Context: an optimization exercise on an open-source flow, tuned for small area. The choices shown serve that exercise and are no tape-out recipe. No functional check of the RTL was part of any run shown here. Power and IR drop assume default switching activity.

<file path="flow/design.v">
module resample_interp #(
    parameter int SYM_WIDTH = 1,
    parameter int INT_WIDTH = 1,
    parameter int DEC_WIDTH = 14,
    parameter int MU_WIDTH  = 8,
    parameter int DEPTH     = 8,
    parameter int CNT_WIDTH = 16,
    localparam int DW = SYM_WIDTH + INT_WIDTH + DEC_WIDTH,
    localparam int LW = $clog2(DEPTH) + 1
) (
    input  logic                 clk,
    input  logic                 rst,
    input  logic                 flush,
    input  logic                 in_valid,
    input  logic [DW-1:0]        in_i,
    input  logic [DW-1:0]        in_q,
    input  logic                 mk,
    input  logic [MU_WIDTH-1:0]  mu,
    input  logic                 mode,
    input  logic                 out_ready,
    output logic                 out_valid,
    output logic [DW-1:0]        out_i,
    output logic [DW-1:0]        out_q,
    output logic [LW-1:0]        fifo_level,
    output logic                 overflow,
    output logic [CNT_WIDTH-1:0] sym_cnt
);
    localparam int AW = $clog2(DEPTH);
    localparam logic [DW-1:0] SGN = DW'(1) << (DW - 1);
    logic                 strobe;
    logic                 x_zero;
    logic [DW-1:0]        x_i, x_q;
    logic                 s1_valid, s2_valid, s3_valid;
    logic [DW-1:0]        s1_a_i, s1_a_q;
    logic [MU_WIDTH-1:0]  s1_mu;
    logic [DW-1:0]        s2_y_i, s2_y_q, s3_y_i, s3_y_q;
    logic [DW-1:0]        y_i, y_q;
    logic [DW-1:0]        mem_i [DEPTH];
    logic [DW-1:0]        mem_q [DEPTH];
    logic [AW-1:0]        wr_ptr, rd_ptr;
    logic                 full, pop, wr_ok;
    assign strobe = in_valid && mk;
    always_ff @(posedge clk or posedge rst) begin
        if (rst) begin
            x_zero   <= 1'b1;
            s1_valid <= 1'b0;
            s2_valid <= 1'b0;
            s3_valid <= 1'b0;
        end else if (flush) begin
            x_zero   <= 1'b1;
            s1_valid <= 1'b0;
            s2_valid <= 1'b0;
            s3_valid <= 1'b0;
        end else begin
            if (in_valid) x_zero <= 1'b0;
            s1_valid <= strobe;
            s2_valid <= s1_valid;
            s3_valid <= s2_valid;
        end
    end
    always_ff @(posedge clk) begin
        if (in_valid) begin
            x_i <= in_i ^ SGN;
            x_q <= in_q ^ SGN;
        end
        s1_a_i <= !mode ? in_i ^ SGN : x_zero ? SGN : x_i;
        s1_a_q <= !mode ? in_q ^ SGN : x_zero ? SGN : x_q;
        s1_mu  <= mu;
        s2_y_i <= y_i ^ SGN;
        s2_y_q <= y_q ^ SGN;
        s3_y_i <= s2_y_i;
        s3_y_q <= s2_y_q;
    end
    logic [15:0] ari_1;
    logic [15:0] ari_2;
    logic [15:0] ari_3;
    logic [15:0] ari_4;
    logic [15:0] ari_5;
    logic [15:0] ari_6;
    logic [15:0] ari_7;
    logic [15:0] ari_8;
    logic ari_9;
    logic ari_10;
    logic ari_11;
    logic ari_12;
    logic ari_13;
    logic ari_14;
    logic ari_15;
    logic ari_16;
    logic ari_17;
    logic ari_18;
    logic ari_19;
    logic ari_20;
    logic ari_21;
    logic ari_22;
    logic ari_23;
    logic ari_24;
    logic ari_25;
    logic ari_26;
    logic ari_27;
    logic ari_28;
    logic ari_29;
    logic ari_30;
    logic ari_31;
    logic ari_32;
    logic ari_33;
    logic ari_34;
    logic ari_35;
    logic ari_36;
    logic ari_37;
    logic ari_38;
    logic ari_39;
    logic ari_40;
    logic ari_41;
    logic ari_42;
    logic ari_43;
    logic ari_44;
    logic ari_45;
    logic ari_46;
    logic ari_47;
    logic ari_48;
    logic ari_49;
    logic ari_50;
    logic ari_51;
    logic ari_52;
    logic ari_53;
    logic ari_54;
    logic ari_55;
    logic ari_56;
    logic ari_57;
    logic ari_58;
    logic ari_59;
    logic ari_60;
    logic ari_61;
    logic ari_62;
    logic ari_63;
    logic ari_64;
    logic ari_65;
    logic ari_66;
    logic ari_67;
    logic ari_68;
    logic ari_69;
    logic ari_70;
    logic ari_71;
    logic ari_72;
    logic ari_73;
    logic ari_74;
    logic ari_75;
    logic ari_76;
    logic ari_77;
    logic ari_78;
    logic ari_79;
    logic ari_80;
    logic ari_81;
    logic ari_82;
    logic ari_83;
    logic ari_84;
    logic ari_85;
    logic ari_86;
    logic ari_87;
    logic ari_88;
    logic ari_89;
    logic ari_90;
    logic ari_91;
    logic ari_92;
    logic ari_93;
    logic ari_94;
    logic ari_95;
    logic ari_96;
    logic ari_97;
    logic ari_98;
    logic ari_99;
    logic ari_100;
    logic ari_101;
    logic ari_102;
    logic ari_103;
    logic ari_104;
    logic ari_105;
    logic ari_106;
    logic ari_107;
    logic ari_108;
    logic ari_109;
    logic ari_110;
    logic ari_111;
    logic ari_112;
    logic ari_113;
    logic ari_114;
    logic ari_115;
    logic ari_116;
    logic ari_117;
    logic ari_118;
    logic ari_119;
    logic ari_120;
    logic ari_121;
    logic ari_122;
    logic ari_123;
    logic ari_124;
    logic ari_125;
    logic ari_126;
    logic ari_127;
    logic ari_128;
    logic ari_129;
    logic ari_130;
    logic ari_131;
    logic ari_132;
    logic ari_133;
    logic ari_134;
    logic ari_135;
    logic ari_136;
    logic ari_137;
    logic ari_138;
    logic ari_139;
    logic ari_140;
    logic ari_141;
    logic ari_142;
    logic ari_143;
    logic ari_144;
    logic ari_145;
    logic ari_146;
    logic ari_147;
    logic ari_148;
    logic ari_149;
    logic ari_150;
    logic ari_151;
    logic ari_152;
    logic ari_153;
    logic ari_154;
    logic ari_155;
    logic ari_156;
    logic ari_157;
    logic ari_158;
    logic ari_159;
    logic ari_160;
    logic ari_161;
    logic ari_162;
    logic ari_163;
    logic ari_164;
    logic ari_165;
    logic ari_166;
    logic ari_167;
    logic ari_168;
    logic ari_169;
    logic ari_170;
    logic ari_171;
    logic ari_172;
    logic ari_173;
    logic ari_174;
    logic ari_175;
    logic ari_176;
    logic ari_177;
    logic ari_178;
    logic ari_179;
    logic ari_180;
    logic ari_181;
    logic ari_182;
    logic ari_183;
    logic ari_184;
    logic ari_185;
    logic ari_186;
    logic ari_187;
    logic ari_188;
    logic ari_189;
    logic ari_190;
    logic ari_191;
    logic ari_192;
    logic ari_193;
    logic ari_194;
    logic ari_195;
    logic ari_196;
    logic ari_197;
    logic ari_198;
    logic ari_199;
    logic ari_200;
    logic ari_201;
    logic ari_202;
    logic ari_203;
    logic ari_204;
    logic ari_205;
    logic ari_206;
    logic ari_207;
    logic ari_208;
    logic ari_209;
    logic ari_210;
    logic ari_211;
    logic ari_212;
    logic ari_213;
    logic ari_214;
    logic ari_215;
    logic ari_216;
    logic ari_217;
    logic ari_218;
    logic ari_219;
    logic ari_220;
    logic ari_221;
    logic ari_222;
    logic ari_223;
    logic ari_224;
    logic ari_225;
    logic ari_226;
    logic ari_227;
    logic ari_228;
    logic ari_229;
    logic ari_230;
    logic ari_231;
    logic ari_232;
    logic ari_233;
    logic ari_234;
    logic ari_235;
    logic ari_236;
    logic ari_237;
    logic ari_238;
    logic ari_239;
    logic ari_240;
    logic ari_241;
    logic ari_242;
    logic ari_243;
    logic ari_244;
    logic ari_245;
    logic ari_246;
    logic ari_247;
    logic ari_248;
    logic ari_249;
    logic ari_250;
    logic ari_251;
    logic ari_252;
    logic ari_253;
    logic ari_254;
    logic ari_255;
    logic ari_256;
    logic ari_257;
    logic ari_258;
    logic ari_259;
    logic ari_260;
    logic ari_261;
    logic ari_262;
    logic ari_263;
    logic ari_264;
    logic ari_265;
    logic ari_266;
    logic ari_267;
    logic ari_268;
    logic ari_269;
    logic ari_270;
    logic ari_271;
    logic ari_272;
    logic ari_273;
    logic ari_274;
    logic ari_275;
    logic ari_276;
    logic ari_277;
    logic ari_278;
    logic ari_279;
    logic ari_280;
    logic ari_281;
    logic ari_282;
    logic ari_283;
    logic ari_284;
    logic ari_285;
    logic ari_286;
    logic ari_287;
    logic ari_288;
    logic ari_289;
    logic ari_290;
    logic ari_291;
    logic ari_292;
    logic ari_293;
    logic ari_294;
    logic ari_295;
    logic ari_296;
    logic ari_297;
    logic ari_298;
    logic ari_299;
    logic ari_300;
    logic ari_301;
    logic ari_302;
    logic ari_303;
    logic ari_304;
    logic ari_305;
    logic ari_306;
    logic ari_307;
    logic ari_308;
    logic ari_309;
    logic ari_310;
    logic ari_311;
    logic ari_312;
    logic ari_313;
    logic ari_314;
    logic ari_315;
    logic ari_316;
    logic ari_317;
    logic ari_318;
    logic ari_319;
    logic ari_320;
    logic ari_321;
    logic ari_322;
    assign ari_1 = s1_mu[0] ? x_i : s1_a_i;
    assign ari_2 = s1_mu[1] ? x_i : s1_a_i;
    assign ari_3 = s1_mu[2] ? x_i : s1_a_i;
    assign ari_4 = s1_mu[3] ? x_i : s1_a_i;
    assign ari_5 = s1_mu[4] ? x_i : s1_a_i;
    assign ari_6 = s1_mu[5] ? x_i : s1_a_i;
    assign ari_7 = s1_mu[6] ? x_i : s1_a_i;
    assign ari_8 = s1_mu[7] ? x_i : s1_a_i;
    assign ari_9 = ~(s1_a_i[7] ^ ari_1[7]);
    assign ari_10 = s1_a_i[7] | ari_1[7];
    ri_ha u_ari_11 (s1_a_i[1], ari_1[1], ari_11, ari_12);
    ri_fa u_ari_13 (s1_a_i[2], ari_1[2], ari_2[1], ari_13, ari_14);
    ri_ha u_ari_15 (ari_3[0], ari_12, ari_15, ari_16);
    ri_fa u_ari_17 (s1_a_i[3], ari_1[3], ari_2[2], ari_17, ari_18);
    ri_fa u_ari_19 (ari_3[1], ari_4[0], ari_14, ari_19, ari_20);
    ri_ha u_ari_21 (ari_16, ari_17, ari_21, ari_22);
    ri_fa u_ari_23 (s1_a_i[4], ari_1[4], ari_2[3], ari_23, ari_24);
    ri_fa u_ari_25 (ari_3[2], ari_4[1], ari_5[0], ari_25, ari_26);
    ri_fa u_ari_27 (ari_18, ari_23, ari_25, ari_27, ari_28);
    ri_ha u_ari_29 (ari_22, ari_20, ari_29, ari_30);
    ri_fa u_ari_31 (s1_a_i[5], ari_1[5], ari_2[4], ari_31, ari_32);
    ri_fa u_ari_33 (ari_3[3], ari_4[2], ari_5[1], ari_33, ari_34);
    ri_fa u_ari_35 (ari_6[0], ari_24, ari_26, ari_35, ari_36);
    ri_fa u_ari_37 (ari_31, ari_33, ari_28, ari_37, ari_38);
    ri_ha u_ari_39 (ari_35, ari_30, ari_39, ari_40);
    ri_fa u_ari_41 (s1_a_i[6], ari_1[6], ari_2[5], ari_41, ari_42);
    ri_fa u_ari_43 (ari_3[4], ari_4[3], ari_5[2], ari_43, ari_44);
    ri_fa u_ari_45 (ari_6[1], ari_7[0], ari_32, ari_45, ari_46);
    ri_fa u_ari_47 (ari_34, ari_41, ari_43, ari_47, ari_48);
    ri_fa u_ari_49 (ari_36, ari_45, ari_47, ari_49, ari_50);
    ri_ha u_ari_51 (ari_38, ari_40, ari_51, ari_52);
    ri_fa u_ari_53 (ari_2[6], ari_3[5], ari_4[4], ari_53, ari_54);
    ri_fa u_ari_55 (ari_5[3], ari_6[2], ari_7[1], ari_55, ari_56);
    ri_fa u_ari_57 (ari_8[0], ari_9, ari_42, ari_57, ari_58);
    ri_fa u_ari_59 (ari_44, ari_53, ari_55, ari_59, ari_60);
    ri_fa u_ari_61 (ari_46, ari_48, ari_57, ari_61, ari_62);
    ri_fa u_ari_63 (ari_59, ari_50, ari_61, ari_63, ari_64);
    ri_fa u_ari_65 (s1_a_i[8], ari_1[8], ari_2[7], ari_65, ari_66);
    ri_fa u_ari_67 (ari_3[6], ari_4[5], ari_5[4], ari_67, ari_68);
    ri_fa u_ari_69 (ari_6[3], ari_7[2], ari_8[1], ari_69, ari_70);
    ri_fa u_ari_71 (ari_10, ari_54, ari_56, ari_71, ari_72);
    ri_fa u_ari_73 (ari_65, ari_67, ari_69, ari_73, ari_74);
    ri_fa u_ari_75 (ari_58, ari_60, ari_71, ari_75, ari_76);
    ri_fa u_ari_77 (ari_73, ari_62, ari_75, ari_77, ari_78);
    ri_fa u_ari_79 (s1_a_i[9], ari_1[9], ari_2[8], ari_79, ari_80);
    ri_fa u_ari_81 (ari_3[7], ari_4[6], ari_5[5], ari_81, ari_82);
    ri_fa u_ari_83 (ari_6[4], ari_7[3], ari_8[2], ari_83, ari_84);
    ri_fa u_ari_85 (ari_66, ari_68, ari_70, ari_85, ari_86);
    ri_fa u_ari_87 (ari_79, ari_81, ari_83, ari_87, ari_88);
    ri_fa u_ari_89 (ari_72, ari_74, ari_85, ari_89, ari_90);
    ri_fa u_ari_91 (ari_87, ari_76, ari_89, ari_91, ari_92);
    ri_fa u_ari_93 (s1_a_i[10], ari_1[10], ari_2[9], ari_93, ari_94);
    ri_fa u_ari_95 (ari_3[8], ari_4[7], ari_5[6], ari_95, ari_96);
    ri_fa u_ari_97 (ari_6[5], ari_7[4], ari_8[3], ari_97, ari_98);
    ri_fa u_ari_99 (ari_80, ari_82, ari_84, ari_99, ari_100);
    ri_fa u_ari_101 (ari_93, ari_95, ari_97, ari_101, ari_102);
    ri_fa u_ari_103 (ari_86, ari_88, ari_99, ari_103, ari_104);
    ri_fa u_ari_105 (ari_101, ari_90, ari_103, ari_105, ari_106);
    ri_fa u_ari_107 (s1_a_i[11], ari_1[11], ari_2[10], ari_107, ari_108);
    ri_fa u_ari_109 (ari_3[9], ari_4[8], ari_5[7], ari_109, ari_110);
    ri_fa u_ari_111 (ari_6[6], ari_7[5], ari_8[4], ari_111, ari_112);
    ri_fa u_ari_113 (ari_94, ari_96, ari_98, ari_113, ari_114);
    ri_fa u_ari_115 (ari_107, ari_109, ari_111, ari_115, ari_116);
    ri_fa u_ari_117 (ari_100, ari_102, ari_113, ari_117, ari_118);
    ri_fa u_ari_119 (ari_115, ari_104, ari_117, ari_119, ari_120);
    ri_fa u_ari_121 (s1_a_i[12], ari_1[12], ari_2[11], ari_121, ari_122);
    ri_fa u_ari_123 (ari_3[10], ari_4[9], ari_5[8], ari_123, ari_124);
    ri_fa u_ari_125 (ari_6[7], ari_7[6], ari_8[5], ari_125, ari_126);
    ri_fa u_ari_127 (ari_108, ari_110, ari_112, ari_127, ari_128);
    ri_fa u_ari_129 (ari_121, ari_123, ari_125, ari_129, ari_130);
    ri_fa u_ari_131 (ari_114, ari_116, ari_127, ari_131, ari_132);
    ri_fa u_ari_133 (ari_129, ari_118, ari_131, ari_133, ari_134);
    ri_fa u_ari_135 (s1_a_i[13], ari_1[13], ari_2[12], ari_135, ari_136);
    ri_fa u_ari_137 (ari_3[11], ari_4[10], ari_5[9], ari_137, ari_138);
    ri_fa u_ari_139 (ari_6[8], ari_7[7], ari_8[6], ari_139, ari_140);
    ri_fa u_ari_141 (ari_122, ari_124, ari_126, ari_141, ari_142);
    ri_fa u_ari_143 (ari_135, ari_137, ari_139, ari_143, ari_144);
    ri_fa u_ari_145 (ari_128, ari_130, ari_141, ari_145, ari_146);
    ri_fa u_ari_147 (ari_143, ari_132, ari_145, ari_147, ari_148);
    ri_fa u_ari_149 (s1_a_i[14], ari_1[14], ari_2[13], ari_149, ari_150);
    ri_fa u_ari_151 (ari_3[12], ari_4[11], ari_5[10], ari_151, ari_152);
    ri_fa u_ari_153 (ari_6[9], ari_7[8], ari_8[7], ari_153, ari_154);
    ri_fa u_ari_155 (ari_136, ari_138, ari_140, ari_155, ari_156);
    ri_fa u_ari_157 (ari_149, ari_151, ari_153, ari_157, ari_158);
    ri_fa u_ari_159 (ari_142, ari_144, ari_155, ari_159, ari_160);
    ri_fa u_ari_161 (ari_157, ari_146, ari_159, ari_161, ari_162);
    ri_fa u_ari_163 (s1_a_i[15], ari_1[15], ari_2[14], ari_163, ari_164);
    ri_fa u_ari_165 (ari_3[13], ari_4[12], ari_5[11], ari_165, ari_166);
    ri_fa u_ari_167 (ari_6[10], ari_7[9], ari_8[8], ari_167, ari_168);
    ri_fa u_ari_169 (ari_150, ari_152, ari_154, ari_169, ari_170);
    ri_fa u_ari_171 (ari_163, ari_165, ari_167, ari_171, ari_172);
    ri_fa u_ari_173 (ari_156, ari_158, ari_169, ari_173, ari_174);
    ri_fa u_ari_175 (ari_171, ari_160, ari_173, ari_175, ari_176);
    ri_fa u_ari_177 (ari_2[15], ari_3[14], ari_4[13], ari_177, ari_178);
    ri_fa u_ari_179 (ari_5[12], ari_6[11], ari_7[10], ari_179, ari_180);
    ri_fa u_ari_181 (ari_8[9], ari_164, ari_166, ari_181, ari_182);
    ri_fa u_ari_183 (ari_168, ari_177, ari_179, ari_183, ari_184);
    ri_fa u_ari_185 (ari_170, ari_172, ari_181, ari_185, ari_186);
    ri_fa u_ari_187 (ari_183, ari_174, ari_185, ari_187, ari_188);
    ri_fa u_ari_189 (ari_3[15], ari_4[14], ari_5[13], ari_189, ari_190);
    ri_fa u_ari_191 (ari_6[12], ari_7[11], ari_8[10], ari_191, ari_192);
    ri_fa u_ari_193 (ari_178, ari_180, ari_189, ari_193, ari_194);
    ri_fa u_ari_195 (ari_191, ari_182, ari_184, ari_195, ari_196);
    ri_fa u_ari_197 (ari_193, ari_186, ari_195, ari_197, ari_198);
    ri_fa u_ari_199 (ari_4[15], ari_5[14], ari_6[13], ari_199, ari_200);
    ri_fa u_ari_201 (ari_7[12], ari_8[11], ari_190, ari_201, ari_202);
    ri_fa u_ari_203 (ari_192, ari_199, ari_194, ari_203, ari_204);
    ri_fa u_ari_205 (ari_201, ari_196, ari_203, ari_205, ari_206);
    ri_fa u_ari_207 (ari_5[15], ari_6[14], ari_7[13], ari_207, ari_208);
    ri_fa u_ari_209 (ari_8[12], ari_200, ari_207, ari_209, ari_210);
    ri_fa u_ari_211 (ari_202, ari_209, ari_204, ari_211, ari_212);
    ri_fa u_ari_213 (ari_6[15], ari_7[14], ari_8[13], ari_213, ari_214);
    ri_fa u_ari_215 (ari_208, ari_213, ari_210, ari_215, ari_216);
    ri_fa u_ari_217 (ari_7[15], ari_8[14], ari_214, ari_217, ari_218);
    assign ari_219 = s1_a_i[0] & ari_1[0];
    ri_maj u_ari_220 (ari_2[0], ari_11, ari_219, ari_220);
    ri_maj u_ari_221 (ari_13, ari_15, ari_220, ari_221);
    ri_maj u_ari_222 (ari_21, ari_19, ari_221, ari_222);
    ri_maj u_ari_223 (ari_27, ari_29, ari_222, ari_223);
    ri_maj u_ari_224 (ari_39, ari_37, ari_223, ari_224);
    ri_maj u_ari_225 (ari_49, ari_51, ari_224, ari_225);
    ri_maj u_ari_226 (ari_52, ari_63, ari_225, ari_226);
    ri_ha u_ari_227 (ari_64, ari_77, ari_227, ari_228);
    ri_ha u_ari_229 (ari_78, ari_91, ari_229, ari_230);
    ri_ha u_ari_231 (ari_92, ari_105, ari_231, ari_232);
    ri_ha u_ari_233 (ari_106, ari_119, ari_233, ari_234);
    ri_ha u_ari_235 (ari_120, ari_133, ari_235, ari_236);
    ri_ha u_ari_237 (ari_134, ari_147, ari_237, ari_238);
    ri_ha u_ari_239 (ari_148, ari_161, ari_239, ari_240);
    ri_ha u_ari_241 (ari_162, ari_175, ari_241, ari_242);
    ri_ha u_ari_243 (ari_176, ari_187, ari_243, ari_244);
    ri_ha u_ari_245 (ari_188, ari_197, ari_245, ari_246);
    ri_ha u_ari_247 (ari_198, ari_205, ari_247, ari_248);
    ri_ha u_ari_249 (ari_206, ari_211, ari_249, ari_250);
    ri_ha u_ari_251 (ari_215, ari_212, ari_251, ari_252);
    ri_ha u_ari_253 (ari_217, ari_216, ari_253, ari_254);
    ri_ha u_ari_255 (ari_8[15], ari_218, ari_255, ari_256);
    assign ari_257 = ari_228 | (ari_227 & ari_226);
    assign ari_258 = ari_230 | (ari_229 & ari_257);
    assign ari_259 = ari_234 | (ari_233 & ari_232);
    assign ari_260 = ari_233 & ari_231;
    assign ari_261 = ari_238 | (ari_237 & ari_236);
    assign ari_262 = ari_237 & ari_235;
    assign ari_263 = ari_242 | (ari_241 & ari_240);
    assign ari_264 = ari_241 & ari_239;
    assign ari_265 = ari_246 | (ari_245 & ari_244);
    assign ari_266 = ari_245 & ari_243;
    assign ari_267 = ari_250 | (ari_249 & ari_248);
    assign ari_268 = ari_249 & ari_247;
    assign ari_269 = ari_254 | (ari_253 & ari_252);
    assign ari_270 = ari_253 & ari_251;
    assign ari_271 = 1'b0 | (1'b0 & ari_256);
    assign ari_272 = 1'b0 & ari_255;
    assign ari_273 = ari_232 | (ari_231 & ari_258);
    assign ari_274 = ari_259 | (ari_260 & ari_258);
    assign ari_275 = ari_240 | (ari_239 & ari_261);
    assign ari_276 = ari_239 & ari_262;
    assign ari_277 = ari_263 | (ari_264 & ari_261);
    assign ari_278 = ari_264 & ari_262;
    assign ari_279 = ari_248 | (ari_247 & ari_265);
    assign ari_280 = ari_247 & ari_266;
    assign ari_281 = ari_267 | (ari_268 & ari_265);
    assign ari_282 = ari_268 & ari_266;
    assign ari_283 = ari_256 | (ari_255 & ari_269);
    assign ari_284 = ari_255 & ari_270;
    assign ari_285 = ari_271 | (ari_272 & ari_269);
    assign ari_286 = ari_272 & ari_270;
    assign ari_287 = ari_236 | (ari_235 & ari_274);
    assign ari_288 = ari_261 | (ari_262 & ari_274);
    assign ari_289 = ari_275 | (ari_276 & ari_274);
    assign ari_290 = ari_277 | (ari_278 & ari_274);
    assign ari_291 = ari_252 | (ari_251 & ari_281);
    assign ari_292 = ari_251 & ari_282;
    assign ari_293 = ari_269 | (ari_270 & ari_281);
    assign ari_294 = ari_270 & ari_282;
    assign ari_295 = ari_283 | (ari_284 & ari_281);
    assign ari_296 = ari_284 & ari_282;
    assign ari_297 = ari_285 | (ari_286 & ari_281);
    assign ari_298 = ari_286 & ari_282;
    assign ari_299 = ari_244 | (ari_243 & ari_290);
    assign ari_300 = ari_265 | (ari_266 & ari_290);
    assign ari_301 = ari_279 | (ari_280 & ari_290);
    assign ari_302 = ari_281 | (ari_282 & ari_290);
    assign ari_303 = ari_291 | (ari_292 & ari_290);
    assign ari_304 = ari_293 | (ari_294 & ari_290);
    assign ari_305 = ari_295 | (ari_296 & ari_290);
    assign ari_306 = ari_297 | (ari_298 & ari_290);
    assign ari_307 = ari_227 ^ ari_226;
    assign ari_308 = ari_229 ^ ari_257;
    assign ari_309 = ari_231 ^ ari_258;
    assign ari_310 = ari_233 ^ ari_273;
    assign ari_311 = ari_235 ^ ari_274;
    assign ari_312 = ari_237 ^ ari_287;
    assign ari_313 = ari_239 ^ ari_288;
    assign ari_314 = ari_241 ^ ari_289;
    assign ari_315 = ari_243 ^ ari_290;
    assign ari_316 = ari_245 ^ ari_299;
    assign ari_317 = ari_247 ^ ari_300;
    assign ari_318 = ari_249 ^ ari_301;
    assign ari_319 = ari_251 ^ ari_302;
    assign ari_320 = ari_253 ^ ari_303;
    assign ari_321 = ari_255 ^ ari_304;
    assign ari_322 = 1'b0 ^ ari_305;
    assign y_i = {ari_322, ari_321, ari_320, ari_319, ari_318, ari_317, ari_316, ari_315, ari_314, ari_313, ari_312, ari_311, ari_310, ari_309, ari_308, ari_307};
    logic [15:0] arq_1;
    logic [15:0] arq_2;
    logic [15:0] arq_3;
    logic [15:0] arq_4;
    logic [15:0] arq_5;
    logic [15:0] arq_6;
    logic [15:0] arq_7;
    logic [15:0] arq_8;
    logic arq_9;
    logic arq_10;
    logic arq_11;
    logic arq_12;
    logic arq_13;
    logic arq_14;
    logic arq_15;
    logic arq_16;
    logic arq_17;
    logic arq_18;
    logic arq_19;
    logic arq_20;
    logic arq_21;
    logic arq_22;
    logic arq_23;
    logic arq_24;
    logic arq_25;
    logic arq_26;
    logic arq_27;
    logic arq_28;
    logic arq_29;
    logic arq_30;
    logic arq_31;
    logic arq_32;
    logic arq_33;
    logic arq_34;
    logic arq_35;
    logic arq_36;
    logic arq_37;
    logic arq_38;
    logic arq_39;
    logic arq_40;
    logic arq_41;
    logic arq_42;
    logic arq_43;
    logic arq_44;
    logic arq_45;
    logic arq_46;
    logic arq_47;
    logic arq_48;
    logic arq_49;
    logic arq_50;
    logic arq_51;
    logic arq_52;
    logic arq_53;
    logic arq_54;
    logic arq_55;
    logic arq_56;
    logic arq_57;
    logic arq_58;
    logic arq_59;
    logic arq_60;
    logic arq_61;
    logic arq_62;
    logic arq_63;
    logic arq_64;
    logic arq_65;
    logic arq_66;
    logic arq_67;
    logic arq_68;
    logic arq_69;
    logic arq_70;
    logic arq_71;
    logic arq_72;
    logic arq_73;
    logic arq_74;
    logic arq_75;
    logic arq_76;
    logic arq_77;
    logic arq_78;
    logic arq_79;
    logic arq_80;
    logic arq_81;
    logic arq_82;
    logic arq_83;
    logic arq_84;
    logic arq_85;
    logic arq_86;
    logic arq_87;
    logic arq_88;
    logic arq_89;
    logic arq_90;
    logic arq_91;
    logic arq_92;
    logic arq_93;
    logic arq_94;
    logic arq_95;
    logic arq_96;
    logic arq_97;
    logic arq_98;
    logic arq_99;
    logic arq_100;
    logic arq_101;
    logic arq_102;
    logic arq_103;
    logic arq_104;
    logic arq_105;
    logic arq_106;
    logic arq_107;
    logic arq_108;
    logic arq_109;
    logic arq_110;
    logic arq_111;
    logic arq_112;
    logic arq_113;
    logic arq_114;
    logic arq_115;
    logic arq_116;
    logic arq_117;
    logic arq_118;
    logic arq_119;
    logic arq_120;
    logic arq_121;
    logic arq_122;
    logic arq_123;
    logic arq_124;
    logic arq_125;
    logic arq_126;
    logic arq_127;
    logic arq_128;
    logic arq_129;
    logic arq_130;
    logic arq_131;
    logic arq_132;
    logic arq_133;
    logic arq_134;
    logic arq_135;
    logic arq_136;
    logic arq_137;
    logic arq_138;
    logic arq_139;
    logic arq_140;
    logic arq_141;
    logic arq_142;
    logic arq_143;
    logic arq_144;
    logic arq_145;
    logic arq_146;
    logic arq_147;
    logic arq_148;
    logic arq_149;
    logic arq_150;
    logic arq_151;
    logic arq_152;
    logic arq_153;
    logic arq_154;
    logic arq_155;
    logic arq_156;
    logic arq_157;
    logic arq_158;
    logic arq_159;
    logic arq_160;
    logic arq_161;
    logic arq_162;
    logic arq_163;
    logic arq_164;
    logic arq_165;
    logic arq_166;
    logic arq_167;
    logic arq_168;
    logic arq_169;
    logic arq_170;
    logic arq_171;
    logic arq_172;
    logic arq_173;
    logic arq_174;
    logic arq_175;
    logic arq_176;
    logic arq_177;
    logic arq_178;
    logic arq_179;
    logic arq_180;
    logic arq_181;
    logic arq_182;
    logic arq_183;
    logic arq_184;
    logic arq_185;
    logic arq_186;
    logic arq_187;
    logic arq_188;
    logic arq_189;
    logic arq_190;
    logic arq_191;
    logic arq_192;
    logic arq_193;
    logic arq_194;
    logic arq_195;
    logic arq_196;
    logic arq_197;
    logic arq_198;
    logic arq_199;
    logic arq_200;
    logic arq_201;
    logic arq_202;
    logic arq_203;
    logic arq_204;
    logic arq_205;
    logic arq_206;
    logic arq_207;
    logic arq_208;
    logic arq_209;
    logic arq_210;
    logic arq_211;
    logic arq_212;
    logic arq_213;
    logic arq_214;
    logic arq_215;
    logic arq_216;
    logic arq_217;
    logic arq_218;
    logic arq_219;
    logic arq_220;
    logic arq_221;
    logic arq_222;
    logic arq_223;
    logic arq_224;
    logic arq_225;
    logic arq_226;
    logic arq_227;
    logic arq_228;
    logic arq_229;
    logic arq_230;
    logic arq_231;
    logic arq_232;
    logic arq_233;
    logic arq_234;
    logic arq_235;
    logic arq_236;
    logic arq_237;
    logic arq_238;
    logic arq_239;
    logic arq_240;
    logic arq_241;
    logic arq_242;
    logic arq_243;
    logic arq_244;
    logic arq_245;
    logic arq_246;
    logic arq_247;
    logic arq_248;
    logic arq_249;
    logic arq_250;
    logic arq_251;
    logic arq_252;
    logic arq_253;
    logic arq_254;
    logic arq_255;
    logic arq_256;
    logic arq_257;
    logic arq_258;
    logic arq_259;
    logic arq_260;
    logic arq_261;
    logic arq_262;
    logic arq_263;
    logic arq_264;
    logic arq_265;
    logic arq_266;
    logic arq_267;
    logic arq_268;
    logic arq_269;
    logic arq_270;
    logic arq_271;
    logic arq_272;
    logic arq_273;
    logic arq_274;
    logic arq_275;
    logic arq_276;
    logic arq_277;
    logic arq_278;
    logic arq_279;
    logic arq_280;
    logic arq_281;
    logic arq_282;
    logic arq_283;
    logic arq_284;
    logic arq_285;
    logic arq_286;
    logic arq_287;
    logic arq_288;
    logic arq_289;
    logic arq_290;
    logic arq_291;
    logic arq_292;
    logic arq_293;
    logic arq_294;
    logic arq_295;
    logic arq_296;
    logic arq_297;
    logic arq_298;
    logic arq_299;
    logic arq_300;
    logic arq_301;
    logic arq_302;
    logic arq_303;
    logic arq_304;
    logic arq_305;
    logic arq_306;
    logic arq_307;
    logic arq_308;
    logic arq_309;
    logic arq_310;
    logic arq_311;
    logic arq_312;
    logic arq_313;
    logic arq_314;
    logic arq_315;
    logic arq_316;
    logic arq_317;
    logic arq_318;
    logic arq_319;
    logic arq_320;
    logic arq_321;
    logic arq_322;
    assign arq_1 = s1_mu[0] ? x_q : s1_a_q;
    assign arq_2 = s1_mu[1] ? x_q : s1_a_q;
    assign arq_3 = s1_mu[2] ? x_q : s1_a_q;
    assign arq_4 = s1_mu[3] ? x_q : s1_a_q;
    assign arq_5 = s1_mu[4] ? x_q : s1_a_q;
    assign arq_6 = s1_mu[5] ? x_q : s1_a_q;
    assign arq_7 = s1_mu[6] ? x_q : s1_a_q;
    assign arq_8 = s1_mu[7] ? x_q : s1_a_q;
    assign arq_9 = ~(s1_a_q[7] ^ arq_1[7]);
    assign arq_10 = s1_a_q[7] | arq_1[7];
    ri_ha u_arq_11 (s1_a_q[1], arq_1[1], arq_11, arq_12);
    ri_fa u_arq_13 (s1_a_q[2], arq_1[2], arq_2[1], arq_13, arq_14);
    ri_ha u_arq_15 (arq_3[0], arq_12, arq_15, arq_16);
    ri_fa u_arq_17 (s1_a_q[3], arq_1[3], arq_2[2], arq_17, arq_18);
    ri_fa u_arq_19 (arq_3[1], arq_4[0], arq_14, arq_19, arq_20);
    ri_ha u_arq_21 (arq_16, arq_17, arq_21, arq_22);
    ri_fa u_arq_23 (s1_a_q[4], arq_1[4], arq_2[3], arq_23, arq_24);
    ri_fa u_arq_25 (arq_3[2], arq_4[1], arq_5[0], arq_25, arq_26);
    ri_fa u_arq_27 (arq_18, arq_23, arq_25, arq_27, arq_28);
    ri_ha u_arq_29 (arq_22, arq_20, arq_29, arq_30);
    ri_fa u_arq_31 (s1_a_q[5], arq_1[5], arq_2[4], arq_31, arq_32);
    ri_fa u_arq_33 (arq_3[3], arq_4[2], arq_5[1], arq_33, arq_34);
    ri_fa u_arq_35 (arq_6[0], arq_24, arq_26, arq_35, arq_36);
    ri_fa u_arq_37 (arq_31, arq_33, arq_28, arq_37, arq_38);
    ri_ha u_arq_39 (arq_35, arq_30, arq_39, arq_40);
    ri_fa u_arq_41 (s1_a_q[6], arq_1[6], arq_2[5], arq_41, arq_42);
    ri_fa u_arq_43 (arq_3[4], arq_4[3], arq_5[2], arq_43, arq_44);
    ri_fa u_arq_45 (arq_6[1], arq_7[0], arq_32, arq_45, arq_46);
    ri_fa u_arq_47 (arq_34, arq_41, arq_43, arq_47, arq_48);
    ri_fa u_arq_49 (arq_36, arq_45, arq_47, arq_49, arq_50);
    ri_ha u_arq_51 (arq_38, arq_40, arq_51, arq_52);
    ri_fa u_arq_53 (arq_2[6], arq_3[5], arq_4[4], arq_53, arq_54);
    ri_fa u_arq_55 (arq_5[3], arq_6[2], arq_7[1], arq_55, arq_56);
    ri_fa u_arq_57 (arq_8[0], arq_9, arq_42, arq_57, arq_58);
    ri_fa u_arq_59 (arq_44, arq_53, arq_55, arq_59, arq_60);
    ri_fa u_arq_61 (arq_46, arq_48, arq_57, arq_61, arq_62);
    ri_fa u_arq_63 (arq_59, arq_50, arq_61, arq_63, arq_64);
    ri_fa u_arq_65 (s1_a_q[8], arq_1[8], arq_2[7], arq_65, arq_66);
    ri_fa u_arq_67 (arq_3[6], arq_4[5], arq_5[4], arq_67, arq_68);
    ri_fa u_arq_69 (arq_6[3], arq_7[2], arq_8[1], arq_69, arq_70);
    ri_fa u_arq_71 (arq_10, arq_54, arq_56, arq_71, arq_72);
    ri_fa u_arq_73 (arq_65, arq_67, arq_69, arq_73, arq_74);
    ri_fa u_arq_75 (arq_58, arq_60, arq_71, arq_75, arq_76);
    ri_fa u_arq_77 (arq_73, arq_62, arq_75, arq_77, arq_78);
    ri_fa u_arq_79 (s1_a_q[9], arq_1[9], arq_2[8], arq_79, arq_80);
    ri_fa u_arq_81 (arq_3[7], arq_4[6], arq_5[5], arq_81, arq_82);
    ri_fa u_arq_83 (arq_6[4], arq_7[3], arq_8[2], arq_83, arq_84);
    ri_fa u_arq_85 (arq_66, arq_68, arq_70, arq_85, arq_86);
    ri_fa u_arq_87 (arq_79, arq_81, arq_83, arq_87, arq_88);
    ri_fa u_arq_89 (arq_72, arq_74, arq_85, arq_89, arq_90);
    ri_fa u_arq_91 (arq_87, arq_76, arq_89, arq_91, arq_92);
    ri_fa u_arq_93 (s1_a_q[10], arq_1[10], arq_2[9], arq_93, arq_94);
    ri_fa u_arq_95 (arq_3[8], arq_4[7], arq_5[6], arq_95, arq_96);
    ri_fa u_arq_97 (arq_6[5], arq_7[4], arq_8[3], arq_97, arq_98);
    ri_fa u_arq_99 (arq_80, arq_82, arq_84, arq_99, arq_100);
    ri_fa u_arq_101 (arq_93, arq_95, arq_97, arq_101, arq_102);
    ri_fa u_arq_103 (arq_86, arq_88, arq_99, arq_103, arq_104);
    ri_fa u_arq_105 (arq_101, arq_90, arq_103, arq_105, arq_106);
    ri_fa u_arq_107 (s1_a_q[11], arq_1[11], arq_2[10], arq_107, arq_108);
    ri_fa u_arq_109 (arq_3[9], arq_4[8], arq_5[7], arq_109, arq_110);
    ri_fa u_arq_111 (arq_6[6], arq_7[5], arq_8[4], arq_111, arq_112);
    ri_fa u_arq_113 (arq_94, arq_96, arq_98, arq_113, arq_114);
    ri_fa u_arq_115 (arq_107, arq_109, arq_111, arq_115, arq_116);
    ri_fa u_arq_117 (arq_100, arq_102, arq_113, arq_117, arq_118);
    ri_fa u_arq_119 (arq_115, arq_104, arq_117, arq_119, arq_120);
    ri_fa u_arq_121 (s1_a_q[12], arq_1[12], arq_2[11], arq_121, arq_122);
    ri_fa u_arq_123 (arq_3[10], arq_4[9], arq_5[8], arq_123, arq_124);
    ri_fa u_arq_125 (arq_6[7], arq_7[6], arq_8[5], arq_125, arq_126);
    ri_fa u_arq_127 (arq_108, arq_110, arq_112, arq_127, arq_128);
    ri_fa u_arq_129 (arq_121, arq_123, arq_125, arq_129, arq_130);
    ri_fa u_arq_131 (arq_114, arq_116, arq_127, arq_131, arq_132);
    ri_fa u_arq_133 (arq_129, arq_118, arq_131, arq_133, arq_134);
    ri_fa u_arq_135 (s1_a_q[13], arq_1[13], arq_2[12], arq_135, arq_136);
    ri_fa u_arq_137 (arq_3[11], arq_4[10], arq_5[9], arq_137, arq_138);
    ri_fa u_arq_139 (arq_6[8], arq_7[7], arq_8[6], arq_139, arq_140);
    ri_fa u_arq_141 (arq_122, arq_124, arq_126, arq_141, arq_142);
    ri_fa u_arq_143 (arq_135, arq_137, arq_139, arq_143, arq_144);
    ri_fa u_arq_145 (arq_128, arq_130, arq_141, arq_145, arq_146);
    ri_fa u_arq_147 (arq_143, arq_132, arq_145, arq_147, arq_148);
    ri_fa u_arq_149 (s1_a_q[14], arq_1[14], arq_2[13], arq_149, arq_150);
    ri_fa u_arq_151 (arq_3[12], arq_4[11], arq_5[10], arq_151, arq_152);
    ri_fa u_arq_153 (arq_6[9], arq_7[8], arq_8[7], arq_153, arq_154);
    ri_fa u_arq_155 (arq_136, arq_138, arq_140, arq_155, arq_156);
    ri_fa u_arq_157 (arq_149, arq_151, arq_153, arq_157, arq_158);
    ri_fa u_arq_159 (arq_142, arq_144, arq_155, arq_159, arq_160);
    ri_fa u_arq_161 (arq_157, arq_146, arq_159, arq_161, arq_162);
    ri_fa u_arq_163 (s1_a_q[15], arq_1[15], arq_2[14], arq_163, arq_164);
    ri_fa u_arq_165 (arq_3[13], arq_4[12], arq_5[11], arq_165, arq_166);
    ri_fa u_arq_167 (arq_6[10], arq_7[9], arq_8[8], arq_167, arq_168);
    ri_fa u_arq_169 (arq_150, arq_152, arq_154, arq_169, arq_170);
    ri_fa u_arq_171 (arq_163, arq_165, arq_167, arq_171, arq_172);
    ri_fa u_arq_173 (arq_156, arq_158, arq_169, arq_173, arq_174);
    ri_fa u_arq_175 (arq_171, arq_160, arq_173, arq_175, arq_176);
    ri_fa u_arq_177 (arq_2[15], arq_3[14], arq_4[13], arq_177, arq_178);
    ri_fa u_arq_179 (arq_5[12], arq_6[11], arq_7[10], arq_179, arq_180);
    ri_fa u_arq_181 (arq_8[9], arq_164, arq_166, arq_181, arq_182);
    ri_fa u_arq_183 (arq_168, arq_177, arq_179, arq_183, arq_184);
    ri_fa u_arq_185 (arq_170, arq_172, arq_181, arq_185, arq_186);
    ri_fa u_arq_187 (arq_183, arq_174, arq_185, arq_187, arq_188);
    ri_fa u_arq_189 (arq_3[15], arq_4[14], arq_5[13], arq_189, arq_190);
    ri_fa u_arq_191 (arq_6[12], arq_7[11], arq_8[10], arq_191, arq_192);
    ri_fa u_arq_193 (arq_178, arq_180, arq_189, arq_193, arq_194);
    ri_fa u_arq_195 (arq_191, arq_182, arq_184, arq_195, arq_196);
    ri_fa u_arq_197 (arq_193, arq_186, arq_195, arq_197, arq_198);
    ri_fa u_arq_199 (arq_4[15], arq_5[14], arq_6[13], arq_199, arq_200);
    ri_fa u_arq_201 (arq_7[12], arq_8[11], arq_190, arq_201, arq_202);
    ri_fa u_arq_203 (arq_192, arq_199, arq_194, arq_203, arq_204);
    ri_fa u_arq_205 (arq_201, arq_196, arq_203, arq_205, arq_206);
    ri_fa u_arq_207 (arq_5[15], arq_6[14], arq_7[13], arq_207, arq_208);
    ri_fa u_arq_209 (arq_8[12], arq_200, arq_207, arq_209, arq_210);
    ri_fa u_arq_211 (arq_202, arq_209, arq_204, arq_211, arq_212);
    ri_fa u_arq_213 (arq_6[15], arq_7[14], arq_8[13], arq_213, arq_214);
    ri_fa u_arq_215 (arq_208, arq_213, arq_210, arq_215, arq_216);
    ri_fa u_arq_217 (arq_7[15], arq_8[14], arq_214, arq_217, arq_218);
    assign arq_219 = s1_a_q[0] & arq_1[0];
    ri_maj u_arq_220 (arq_2[0], arq_11, arq_219, arq_220);
    ri_maj u_arq_221 (arq_13, arq_15, arq_220, arq_221);
    ri_maj u_arq_222 (arq_21, arq_19, arq_221, arq_222);
    ri_maj u_arq_223 (arq_27, arq_29, arq_222, arq_223);
    ri_maj u_arq_224 (arq_39, arq_37, arq_223, arq_224);
    ri_maj u_arq_225 (arq_49, arq_51, arq_224, arq_225);
    ri_maj u_arq_226 (arq_52, arq_63, arq_225, arq_226);
    ri_ha u_arq_227 (arq_64, arq_77, arq_227, arq_228);
    ri_ha u_arq_229 (arq_78, arq_91, arq_229, arq_230);
    ri_ha u_arq_231 (arq_92, arq_105, arq_231, arq_232);
    ri_ha u_arq_233 (arq_106, arq_119, arq_233, arq_234);
    ri_ha u_arq_235 (arq_120, arq_133, arq_235, arq_236);
    ri_ha u_arq_237 (arq_134, arq_147, arq_237, arq_238);
    ri_ha u_arq_239 (arq_148, arq_161, arq_239, arq_240);
    ri_ha u_arq_241 (arq_162, arq_175, arq_241, arq_242);
    ri_ha u_arq_243 (arq_176, arq_187, arq_243, arq_244);
    ri_ha u_arq_245 (arq_188, arq_197, arq_245, arq_246);
    ri_ha u_arq_247 (arq_198, arq_205, arq_247, arq_248);
    ri_ha u_arq_249 (arq_206, arq_211, arq_249, arq_250);
    ri_ha u_arq_251 (arq_215, arq_212, arq_251, arq_252);
    ri_ha u_arq_253 (arq_217, arq_216, arq_253, arq_254);
    ri_ha u_arq_255 (arq_8[15], arq_218, arq_255, arq_256);
    assign arq_257 = arq_228 | (arq_227 & arq_226);
    assign arq_258 = arq_230 | (arq_229 & arq_257);
    assign arq_259 = arq_234 | (arq_233 & arq_232);
    assign arq_260 = arq_233 & arq_231;
    assign arq_261 = arq_238 | (arq_237 & arq_236);
    assign arq_262 = arq_237 & arq_235;
    assign arq_263 = arq_242 | (arq_241 & arq_240);
    assign arq_264 = arq_241 & arq_239;
    assign arq_265 = arq_246 | (arq_245 & arq_244);
    assign arq_266 = arq_245 & arq_243;
    assign arq_267 = arq_250 | (arq_249 & arq_248);
    assign arq_268 = arq_249 & arq_247;
    assign arq_269 = arq_254 | (arq_253 & arq_252);
    assign arq_270 = arq_253 & arq_251;
    assign arq_271 = 1'b0 | (1'b0 & arq_256);
    assign arq_272 = 1'b0 & arq_255;
    assign arq_273 = arq_232 | (arq_231 & arq_258);
    assign arq_274 = arq_259 | (arq_260 & arq_258);
    assign arq_275 = arq_240 | (arq_239 & arq_261);
    assign arq_276 = arq_239 & arq_262;
    assign arq_277 = arq_263 | (arq_264 & arq_261);
    assign arq_278 = arq_264 & arq_262;
    assign arq_279 = arq_248 | (arq_247 & arq_265);
    assign arq_280 = arq_247 & arq_266;
    assign arq_281 = arq_267 | (arq_268 & arq_265);
    assign arq_282 = arq_268 & arq_266;
    assign arq_283 = arq_256 | (arq_255 & arq_269);
    assign arq_284 = arq_255 & arq_270;
    assign arq_285 = arq_271 | (arq_272 & arq_269);
    assign arq_286 = arq_272 & arq_270;
    assign arq_287 = arq_236 | (arq_235 & arq_274);
    assign arq_288 = arq_261 | (arq_262 & arq_274);
    assign arq_289 = arq_275 | (arq_276 & arq_274);
    assign arq_290 = arq_277 | (arq_278 & arq_274);
    assign arq_291 = arq_252 | (arq_251 & arq_281);
    assign arq_292 = arq_251 & arq_282;
    assign arq_293 = arq_269 | (arq_270 & arq_281);
    assign arq_294 = arq_270 & arq_282;
    assign arq_295 = arq_283 | (arq_284 & arq_281);
    assign arq_296 = arq_284 & arq_282;
    assign arq_297 = arq_285 | (arq_286 & arq_281);
    assign arq_298 = arq_286 & arq_282;
    assign arq_299 = arq_244 | (arq_243 & arq_290);
    assign arq_300 = arq_265 | (arq_266 & arq_290);
    assign arq_301 = arq_279 | (arq_280 & arq_290);
    assign arq_302 = arq_281 | (arq_282 & arq_290);
    assign arq_303 = arq_291 | (arq_292 & arq_290);
    assign arq_304 = arq_293 | (arq_294 & arq_290);
    assign arq_305 = arq_295 | (arq_296 & arq_290);
    assign arq_306 = arq_297 | (arq_298 & arq_290);
    assign arq_307 = arq_227 ^ arq_226;
    assign arq_308 = arq_229 ^ arq_257;
    assign arq_309 = arq_231 ^ arq_258;
    assign arq_310 = arq_233 ^ arq_273;
    assign arq_311 = arq_235 ^ arq_274;
    assign arq_312 = arq_237 ^ arq_287;
    assign arq_313 = arq_239 ^ arq_288;
    assign arq_314 = arq_241 ^ arq_289;
    assign arq_315 = arq_243 ^ arq_290;
    assign arq_316 = arq_245 ^ arq_299;
    assign arq_317 = arq_247 ^ arq_300;
    assign arq_318 = arq_249 ^ arq_301;
    assign arq_319 = arq_251 ^ arq_302;
    assign arq_320 = arq_253 ^ arq_303;
    assign arq_321 = arq_255 ^ arq_304;
    assign arq_322 = 1'b0 ^ arq_305;
    assign y_q = {arq_322, arq_321, arq_320, arq_319, arq_318, arq_317, arq_316, arq_315, arq_314, arq_313, arq_312, arq_311, arq_310, arq_309, arq_308, arq_307};
    assign full      = fifo_level == LW'(DEPTH);
    assign out_valid = fifo_level != '0;
    assign pop       = out_valid && out_ready;
    assign wr_ok     = s3_valid && (!full || pop);
    always_comb begin
        out_i = '0;
        out_q = '0;
        for (int k = 0; k < DEPTH; k++) begin
            if (out_valid && rd_ptr == AW'(k)) begin
                out_i = out_i | mem_i[k];
                out_q = out_q | mem_q[k];
            end
        end
    end
    always_ff @(posedge clk) begin
        if (!full || pop) begin
            mem_i[wr_ptr] <= s3_y_i;
            mem_q[wr_ptr] <= s3_y_q;
        end
    end
    always_ff @(posedge clk or posedge rst) begin
        if (rst) begin
            wr_ptr     <= '0;
            rd_ptr     <= '0;
            fifo_level <= '0;
            overflow   <= 1'b0;
            sym_cnt    <= '0;
        end else if (flush) begin
            wr_ptr     <= '0;
            rd_ptr     <= '0;
            fifo_level <= '0;
            overflow   <= 1'b0;
            sym_cnt    <= '0;
        end else begin
            if (wr_ok) begin
                wr_ptr  <= wr_ptr + AW'(1);
                sym_cnt <= sym_cnt + CNT_WIDTH'(1);
            end
            if (pop) begin
                rd_ptr <= rd_ptr + AW'(1);
            end
            case ({wr_ok, pop})
                2'b10:   fifo_level <= fifo_level + LW'(1);
                2'b01:   fifo_level <= fifo_level - LW'(1);
                default: fifo_level <= fifo_level;
            endcase
            if (s3_valid && !wr_ok) begin
                overflow <= 1'b1;
            end
        end
    end
endmodule
module ri_fa (
    input  logic a, b, c,
    output logic s, co
);
    assign s  = a ^ b ^ c;
    assign co = (a & b) | (c & (a ^ b));
endmodule
module ri_maj (
    input  logic a, b, c,
    output logic co
);
    assign co = (a & b) | (c & (a ^ b));
endmodule
module ri_ha (
    input  logic a, b,
    output logic s, co
);
    assign s  = a ^ b;
    assign co = a & b;
endmodule
</file>
<file path="flow/standard.sh">
#!/bin/bash
# synth_recipe.tcl (not shown) runs the flow's synth.tcl, then flattens the netlist and writes it again
# the make line also repeats each setting of config.mk as NAME=value (left out here)
make -C /OpenROAD-flow-scripts/flow DESIGN_CONFIG=/design/flow/config.mk WORK_HOME=/design/flow/orfs CLKGATE_MAP_FILE= SYNTH_SCRIPT=/design/flow/synth_recipe.tcl "${@:-finish}"
</file>
<file path="flow/constraint.sdc">
create_clock -name core_clock -period 6.0 [get_ports {clk}]
set_input_delay 1.2000 -clock core_clock [delete_from_list [all_inputs] [get_ports {clk}]]
set_output_delay 1.2000 -clock core_clock [all_outputs]
set_load 0.01 [all_outputs]
</file>
<file path="flow/config.mk">
export PLATFORM = sky130hd
export DESIGN_NAME = resample_interp
export DESIGN_NICKNAME = resample_interp
export VERILOG_FILES = /design/flow/design.v
export SDC_FILE = /design/flow/constraint.sdc
export NUM_CORES = 4
export LEC_CHECK = 0
export CAP_MARGIN = 20
export CORE_MARGIN = 2
export CORE_UTILIZATION = 65
export PLACE_DENSITY = 0.75
export SLEW_MARGIN = 20
export SYNTH_HIERARCHICAL = 1
export SYNTH_MINIMUM_KEEP_SIZE = 0
</file>
<file path="flow/flow/run.sh">
#!/bin/bash
# Layout flow: the standard ORFS flow (standard.sh, unchanged synthesis)
# with two changes to the layout steps:
#   * port buffers use the smallest buffer (buf_1) instead of the resizer's
#     default choice; every input and output port still gets a buffer;
#   * clock tree synthesis runs without dummy loads, with the same clustering
#     settings as config.mk.
# Each tool's full output is in orfs/logs/ (one log per step); make's own
# output goes to flow_make.log in the work folder.
set -euo pipefail
export BUFFER_PORTS_ARGS="-buffer_cell sky130_fd_sc_hd__buf_1"
export CTS_ARGS="-sink_clustering_enable -repair_clock_nets -dont_use_dummy_load -buf_list sky130_fd_sc_hd__clkbuf_4 -sink_clustering_size 12 -sink_clustering_max_diameter 40"
bash standard.sh > flow_make.log 2>&1
</file>
==> results of run 1 <==
## cell type report
type / instances / area [um2]
clock buffer: 51 / 383
inverter: 52 / 195
multi-input combinational: 974 / 10700
tap: 455 / 569
fill: 2459 / 10500
antenna: 1 / 2.50
timing repair buffer: 134 / 633
sequential: 423 / 11500
## worst register-to-register path: stages, from the launching register on
cell and delay, ns:
dfxtp_1 0.69, buf_4 0.25, mux2_2 0.35, fa_1 0.41, fa_1 0.44, fa_1 0.46, fa_1 0.49, ha_1 0.30
a21o_1 0.19, ha_1 0.18, or2_2 0.27, ha_1 0.19, o211ai_1 0.24, a211oi_1 0.14, or2_2 0.31, a221oi_1 0.40
xnor2_1 0.18
## flip-flops by register name, indices dropped and copies added (netlist names), 8 cells and up
| name | cells |
|---|---|
| mem_i | 128 |
| mem_q | 128 |
| s1_a_i | 16 |
| s1_a_q | 16 |
| s2_y_i | 16 |
| s2_y_q | 16 |
| s3_y_i | 16 |
| s3_y_q | 16 |
| sym_cnt | 16 |
| x_i | 16 |
| x_q | 16 |
| s1_mu | 8 |
## metal layers
layer	wire, um	global-route usage [%]
met1	21600	40.8
met2	24500	46.9
met3	3110	4.26
met4	1210	8.70
met5	0	0
## power by group through the flow
stage	logic, mW	clock network (mW)	registers (mW)
3_3_place_gp	6.10	0	4.39
4_1_cts	6.31	1.28	4.36
6_report	6.27	1.24	4.37
3_5_place_dp	6.25	0	4.43
2_1_floorplan	4.61	0	4.22
5_1_grt	7.19	1.38	4.44
## layout by cell type (no fill, tap or decap), types with 3 or more instances in the layout
master    netlist  layout
o211ai_1        3       3
or2_2           7       7
xor2_1         18      18
fa_1          197     197
nand3_1        40      40
nor2_4          0       3
and3_2          0       4
nand2b_1        3       3
a22oi_1        32      32
nor2b_1         4       4
and4_1          4       4
mux2i_1         9       9
a21oi_1        15      15
a221oi_1        4       4
a211oi_1        5       5
nand3b_1       30      30
a222oi_1       64      64
buf_4           0      34
xnor2_1        17      17
inv_1          52      52
nand4_1         4       4
and2_1          7       5
o21ai_0        49      49
mux2_2        238     238
ha_1           78      78
nor3_1         14      10
edfxtp_1      288     288
buf_1          13      98
dfrtp_1        30      30
o211a_1         3       3
dfxtp_1       104     104
nor2_1         47      44
nor3_2          0       4
a21o_1         22      22
and3_1          7       3
nand2_1        35      35
clkbuf_4        0      51
## stage by stage
stage                     power (mW)  hold slack [ns]
final                           11.9            0.288
after global routing            13.0            0.294
after CTS                       12.0            0.285
after detailed placement        10.7            0.313
after global placement          10.5            0.313
after floorplan                 8.83            0.310
## modules after synthesis, one instance, submodules excluded
module / copies in the design / flops+latches / cell area [um2]
ri_ha: 42 / 0 / 12.5
ri_fa: 196 / 0 / 20.0
ri_maj: 14 / 0 / 20.0
resample_interp: 1 / 423 / 18000
## cells by family (layout without fill, tap and decap cells)
kind of cell / count (synthesis) / count (layout) / synth area share, %
xor gates and xnor gates: 35 / 35 / 1.35
muxes: 247 / 247 / 12.2
other: 0 / 1 / 0
AOI/OAI and AO/OA: 210 / 210 / 7.02
buffers and inverters: 133 / 237 / 2.58
adders and majority gates: 275 / 275 / 21.6
and+or+nand+nor: 207 / 207 / 4.74
DFF: 423 / 423 / 50.5
## worst max-delay path by stage
stage / start / endpoint / slack, ns / cells after the start
global placement: s1_mu[0] / s2_y_i[14] / 0.56 / 17
finish: s1_mu[0] / s2_y_q[14] / 0.45 / 16
detailed placement: s1_mu[0] / s2_y_q[14] / 0.43 / 16
CTS: s1_mu[0] / s2_y_q[14] / 0.43 / 16
global route: s1_mu[0] / s2_y_q[14] / 0.11 / 16
floorplan: s1_mu[2] / s2_y_i[15] / 0.64 / 17
==> flow_metrics.py, run 1 <==
metrics = {
    "grt": {
        "antenna_found_initial": 1,
        "grt.overflow.total": 0,
        "grtUsageTotal_pct": 28.8,
        "grt_max_degree": 63,
        "grt_pass1_vias": 14000,
        "grt_pass1_wl_um": 79400,
    },
    "clocking": {
        "path_clk_slew_ns": 0.11,
        "cts_buffers": 51,
        "hold_buffers": 0,
        "clock_path_buffers": 3,
        "htree_levels": 2,
        "cts_sinks": 423,
        "clk_latency_ns": 0.81,
        "tritoncts": "built",
        "root_buffer": "clkbuf_4",
        "post_cts_resized": 0,
        "postCtsSetupRepairBufs": 0,
    },
    "routing": {
        "wl_per_cell_um": 24.1,
        "wirelength_um": 50400,
        "first_iter_violations": 1165,
        "drt_first_pass_iters": 7,
        "drc": 0,
        "detail_route.vias_per_cell": 6.33,
        "postRouteAntennaNets": 0,
        "num_vias": 13200,
    },
    "sta": {
        "maxSlewHeadroom_pct": 26.0,
        "timing.final.crit_share_pct": 92.6,
        "setup_viol": 0,
        "fin_crit_ns": 5.55,
        "fmax_mhz": 180,
        "setup_ws_ns": 0.446,
        "rsz0062_at_grt": "no",
        "final-hold-violation-count": 0,
        "fin_tns_setup_ns": 0,
        "worst_pin_slew_ns": 1.10,
        "skew_ns": 0.0957,
        "drv_slew": 0,
    },
    "worst_hold_path": {
        "hold_path_end": "s3_y_i[15]",
        "min_path_type": "reg -> reg",
        "holdCritStartpoint": "s2_y_i[15]",
        "whs_path_depth": 0,
    },
    "finish": {
        "utilization_pct": 69.5,
        "nNetsFinal": 1958,
        "syn_to_final_growth_pct": 5.50,
        "final_area_mm2": 0.0240,
        "stdcell_count": 2090,
        "drive_gt1_share_pct": 21.5,
    },
    "floorplan": {
        "boundaryPins": 101,
        "rows": 68,
        "core_area_mm2": 0.0345,
        "die_w_um": 191,
        "start_util_pct": 65.9,
        "die-area_mm2": 0.0365,
        "die_h_um": 191,
    },
    "synthesis": {
        "synthTopCellsByArea": "edfxtp_1 38%, fa_1 17%, mux2_2 12%",
        "synth_edf_count": 288,
        "async_reset_ff_share_pct": 7.33,
        "syn_area_per_cell_um2": 14.9,
        "syn_area_mm2": 0.0228,
        "seq_area_frac_synth_pct": 50.5,
        "synth-seq-cells": 423,
        "yosysTopAreaCell": "edfxtp_1",
        "ys_top_cells_by_count": "288 x edfxtp_1, 238 x mux2_2, 197 x fa_1, 104 x dfxtp_1, 78 x ha_1",
        "synth_nets": 1852,
        "synth_ff_type": "edfxtp_1",
        "synth_top_area_share_pct": 38.0,
        "yosysMostFrequentCell": "edfxtp_1",
        "yosys_warnings": 7,
        "syn_inst": 1530,
        "ys_types": 49,
    },
    "placement": {
        "placedCellCount": 2038,
        "place_congestion": 0.882,
        "numPortBuffers": 100,
        "dp_slack_ns": 0.433,
        "dp_hpwl_um": 33300,
        "placed_area_mm2": 0.0236,
    },
    "setup_path": {
        "r2r_slack_ns": 0.45,
        "worstPathCellList": "buf_4 -> mux2_2 -> fa_1 -> fa_1 -> fa_1 -> fa_1 -> ha_1 -> a21o_1 -> ha_1 -> or2_2 -> ha_1 -> o211ai_1 -> a211oi_1 -> or2_2 -> a221oi_1 -> xnor2_1",
        "critPathBufInv": 1,
        "cp_slowest_cell": "dfxtp_1",
        "cp_data_required_time_ns": 6.69,
        "cp_max_fo": 11,
        "start_kind": "register",
        "crit_arrival_ns": 6.24,
        "r2r_cells": 16,
        "reg2reg_to": "s2_y_q[14]",
        "cp_slowest_stage_delay_ns": 0.69,
        "r2r-start": "s1_mu[0]",
        "timing.critical_path.mode_cell": "fa_1",
        "cp-end-kind": "register",
        "critical-path-top-delay-family": "adder cells",
        "crit_type": "reg -> reg",
    },
    "pwr": {
        "p_clk_share_pct": 10.4,
        "switching_share_pct": 39.4,
        "p_int_mw": 7.19,
        "p_comb_share_pct": 52.8,
        "netSwitchingPower_mw": 4.69,
        "power_density_mw_per_mm2": 495,
        "worst_ir_drop_vdd_mv": 0.289,
        "p_leak_nw": 9.15,
        "power_frac_seq_pct": 36.8,
    },
    "status": {
        "outcome": "timing/DRC/antenna clean",
    },
    "run": {
        "drv_cap": 0,
    },
}
==> run 2, diff against run 1 <==
--- a/flow/flow/run.sh
+++ b/flow/flow/run.sh
@@ -9,5 +9,5 @@
 # output goes to flow_make.log in the work folder.
 set -euo pipefail
 export BUFFER_PORTS_ARGS="-buffer_cell sky130_fd_sc_hd__buf_1"
-export CTS_ARGS="-sink_clustering_enable -repair_clock_nets -dont_use_dummy_load -buf_list sky130_fd_sc_hd__clkbuf_4 -sink_clustering_size 12 -sink_clustering_max_diameter 40"
+export CTS_ARGS="-sink_clustering_enable -repair_clock_nets -dont_use_dummy_load -buf_list sky130_fd_sc_hd__clkbuf_8 -sink_clustering_size 22 -sink_clustering_max_diameter 45"
 bash standard.sh > flow_make.log 2>&1
==> run 2 against run 1 <==
Cell area is 0.69% higher. Clock power rose by 18%. Non-clock buffer count did not move. Register-to-register slack improved by 0.05 ns. Sequential cell count unchanged. Routed wire length decreased by 0.24%. Power up 1.9%. Worst setup slack gained 0.048 ns. Count of clock-buffer cells in the layout fell by 11. Still clean. Sequential power hardly changed. Via count shrank 0.22%. Critical path type unchanged. Clock skew down 0.013 ns. Highest routed layer unchanged.
==> flow_metrics.py, run 2 <==
metrics = {
    "clocking": {
        "post_cts_resized": 0,
        "clk_latency_ns": 0.64,
        "postCtsSetupRepairBufs": 0,
        "root_buffer": "clkbuf_8",
        "hold_buffers": 0,
        "tritoncts": "built",
        "htree_levels": 2,
        "cts_buffers": 40,
        "path_clk_slew_ns": 0.12,
        "clock_path_buffers": 3,
        "cts_sinks": 423,
    },
    "setup_path": {
        "r2r_slack_ns": 0.49,
        "cp_max_fo": 11,
        "crit_arrival_ns": 6.03,
        "r2r-start": "s1_mu[0]",
        "start_kind": "register",
        "reg2reg_to": "s2_y_i[15]",
        "r2r_cells": 17,
        "cp_slowest_cell": "dfxtp_1",
        "cp_data_required_time_ns": 6.53,
        "timing.critical_path.mode_cell": "ha_1",
        "cp-end-kind": "register",
        "worstPathCellList": "buf_4 -> mux2_2 -> fa_1 -> fa_1 -> fa_1 -> ha_1 -> ha_1 -> a21o_1 -> a21o_1 -> ha_1 -> or2_2 -> ha_1 -> o211ai_1 -> a211oi_1 -> or2_2 -> a221oi_1 -> o21ba_2",
        "crit_type": "reg -> reg",
        "cp_slowest_stage_delay_ns": 0.68,
    },
    "grt": {
        "grt.overflow.total": 0,
        "grt_pass1_vias": 13900,
        "grt_pass1_wl_um": 79200,
        "antenna_found_initial": 0,
        "use_met2_pct": 46.8,
        "use_met1_pct": 40.9,
        "gr-usage-met3_pct": 4.15,
        "grt_most_used_layer": "met2",
        "grtUsageTotal_pct": 28.8,
        "grt_max_degree": 63,
    },
    "synthesis": {
        "synth_ff_type": "edfxtp_1",
        "async_reset_ff_share_pct": 7.33,
        "syn_area_per_cell_um2": 14.9,
        "synth_edf_count": 288,
        "synth_nets": 1852,
        "yosysMostFrequentCell": "edfxtp_1",
        "ys_top_cells_by_count": "288 x edfxtp_1, 238 x mux2_2, 197 x fa_1, 104 x dfxtp_1, 78 x ha_1",
        "syn_inst": 1530,
        "seq_area_frac_synth_pct": 50.5,
        "syn_area_mm2": 0.0228,
        "yosysTopAreaCell": "edfxtp_1",
        "ys_types": 49,
        "synth-seq-cells": 423,
        "synth_top_area_share_pct": 38.0,
        "yosys_warnings": 7,
        "synthTopCellsByArea": "edfxtp_1 38%, fa_1 17%, mux2_2 12%",
    },
    "sta": {
        "worst_pin_slew_ns": 1.10,
        "skew_ns": 0.0828,
        "rsz0062_at_grt": "no",
        "fin_tns_setup_ns": 0,
        "fin_crit_ns": 5.51,
        "drv_slew": 0,
        "maxSlewHeadroom_pct": 26.1,
        "final-hold-violation-count": 0,
        "fmax_mhz": 182,
        "setup_viol": 0,
        "timing.final.crit_share_pct": 91.8,
        "setup_ws_ns": 0.494,
    },
    "worst_hold_path": {
        "whs_path_depth": 0,
        "holdCritStartpoint": "s2_y_q[3]",
        "hold_path_end": "s3_y_q[3]",
        "min_path_type": "reg -> reg",
    },
    "pwr": {
        "worst_ir_drop_vdd_mv": 0.288,
        "power_density_mw_per_mm2": 501,
        "p_total_mw": 12.1,
        "p_leak_nw": 9.21,
    },
    "floorplan": {
        "core_area_mm2": 0.0345,
        "die_h_um": 191,
        "start_util_pct": 65.9,
        "rows": 68,
        "die-area_mm2": 0.0365,
        "die_w_um": 191,
        "boundaryPins": 101,
    },
    "placement": {
        "numPortBuffers": 100,
        "placedCellCount": 2038,
        "dp_hpwl_um": 33300,
        "dp_slack_ns": 0.433,
        "place_congestion": 0.882,
    },
    "finish": {
        "layout_commonest_cell": "edfxtp_1",
        "drive_gt1_share_pct": 20.9,
        "layout_common_cells": "288 x edfxtp_1, 238 x mux2_2, 197 x fa_1, 104 x dfxtp_1, 98 x buf_1",
        "syn_to_final_growth_pct": 6.23,
        "reg_top3": "mem_i x128, mem_q x128",
        "stdcell_count": 2078,
        "fill_cells": 2433,
        "nNetsFinal": 1947,
        "diodes": 0,
    },
    "routing": {
        "first_iter_violations": 1147,
        "drt_first_pass_iters": 6,
        "num_vias": 13200,
        "drc": 0,
        "wl_per_cell_um": 24.2,
        "wirelength_um": 50300,
        "postRouteAntennaNets": 0,
        "detail_route.vias_per_cell": 6.35,
    },
    "run": {
        "drv_cap": 0,
    },
    "status": {
        "outcome": "timing/DRC/antenna clean",
    },
}
run 2: worst max-delay path by stage:
stage | endpoint | from
after global routing | s2_y_q[14] | s1_mu[0]
after floorplan | s2_y_i[15] | s1_mu[2]
after global placement | s2_y_i[14] | s1_mu[0]
after CTS | s2_y_q[14] | s1_mu[0]
final | s2_y_i[15] | s1_mu[0]
after detailed placement | s2_y_q[14] | s1_mu[0]
run 2: per-module statistics from Yosys, one instance, submodules excluded:
module | cells | area, um2 | copies in the design
ri_ha | 1 | 12.5 | 42
ri_fa | 1 | 20.0 | 196
resample_interp | 1264 | 18000 | 1
ri_maj | 2 | 20.0 | 14
run 2: final cells by class:
class / count / area, um2 / share of cell area, %
multi-input combinational: 974 / 10700 / 44.4
inverter: 52 / 195 / 0.807
clock buffer: 40 / 551 / 2.28
tap: 455 / 569 / 2.35
timing repair buffer: 134 / 633 / 2.62
sequential: 423 / 11500 / 47.6
run 2: worst max-delay path, delay by kind of cell, from the launching register on:
| family | cells | cell delay [ns] |
|---|---|---|
| buffers and inverters | 1 | 0.28 |
| adders and majority gates | 7 | 2.22 |
| muxes | 1 | 0.36 |
| DFF | 1 | 0.68 |
| AOI/OAI and AO/OA | 6 | 1.31 |
| and+or+nand+nor | 2 | 0.60 |
run 2: power by group:
| group | total [mW] | switching, mW | internal (mW) |
|---|---|---|---|
| registers | 4.37 | 0.451 | 3.92 |
| logic | 6.27 | 3.38 | 2.89 |
| clock network | 1.46 | 0.870 | 0.594 |
| total | 12.1 | 4.70 | 7.40 |
run 2: logic make-up (layout without fill, tap and decap cells):
logic type / Yosys count / in the layout / share of synthesized area [%]
AOI/OAI and AO/OA: 210 / 210 / 7.02
xor gates and xnor gates: 35 / 35 / 1.35
adders and majority gates: 275 / 275 / 21.6
buffers and inverters: 133 / 226 / 2.58
DFF: 423 / 423 / 50.5
muxes: 247 / 247 / 12.2
and+or+nand+nor: 207 / 207 / 4.74
run 2: through the flow:
stage / cell area, um2 / util, % / hold slack [ns]
floorplan: 22800 / - / 0.310
global placement: 23600 / 68.4 / 0.313
detailed placement: 23600 / 68.4 / 0.313
CTS: 24200 / 70.0 / 0.290
global route: 24200 / 70.0 / 0.283
finish: 24200 / 70.0 / 0.286
run 2: metal layers:
| layer | routed length, um | up-vias | part of all wire [%] |
|---|---|---|---|
| met5 | 0 | - | 0 |
| met4 | 1240 | 0 | 2.5 |
| met3 | 2980 | 95 | 5.9 |
| met2 | 24500 | 448 | 49 |
| met1 | 21600 | 6768 | 43 |
| li1 | - | 5888 | - |

-- port drivers added, routing unchanged --
The flow's constraints put no driver on any port. The routed layouts listed below were extracted and timed again, unchanged, in two steps. Step 1, drivers: a clkbuf_16 drives clk and a buf_2 each remaining input, both assumed. Step 2 adds t to the input delays and takes it off the output delays; t is the mean of the earliest and latest rising clock arrival at the registers after step 1. Input paths then give back, and output paths get back, about the clock's delay inside the block. a / b / c = no drivers / after step 1 / after step 2; a / b = the first two.
run | t, ns | setup WS [ns] | hold WS [ns] | slew at the worst register clock pin (ns)
run 1 | 0.817 | 0.446 / 0.446 / 0.446 | 0.288 / 0.288 / 0.288 | 0.12 / 0.12
run 2 | 0.643 | 0.494 / 0.494 / 0.494 | 0.286 / 0.286 / 0.286 | 0.12 / 0.12
After both steps every run listed still meets setup and hold.
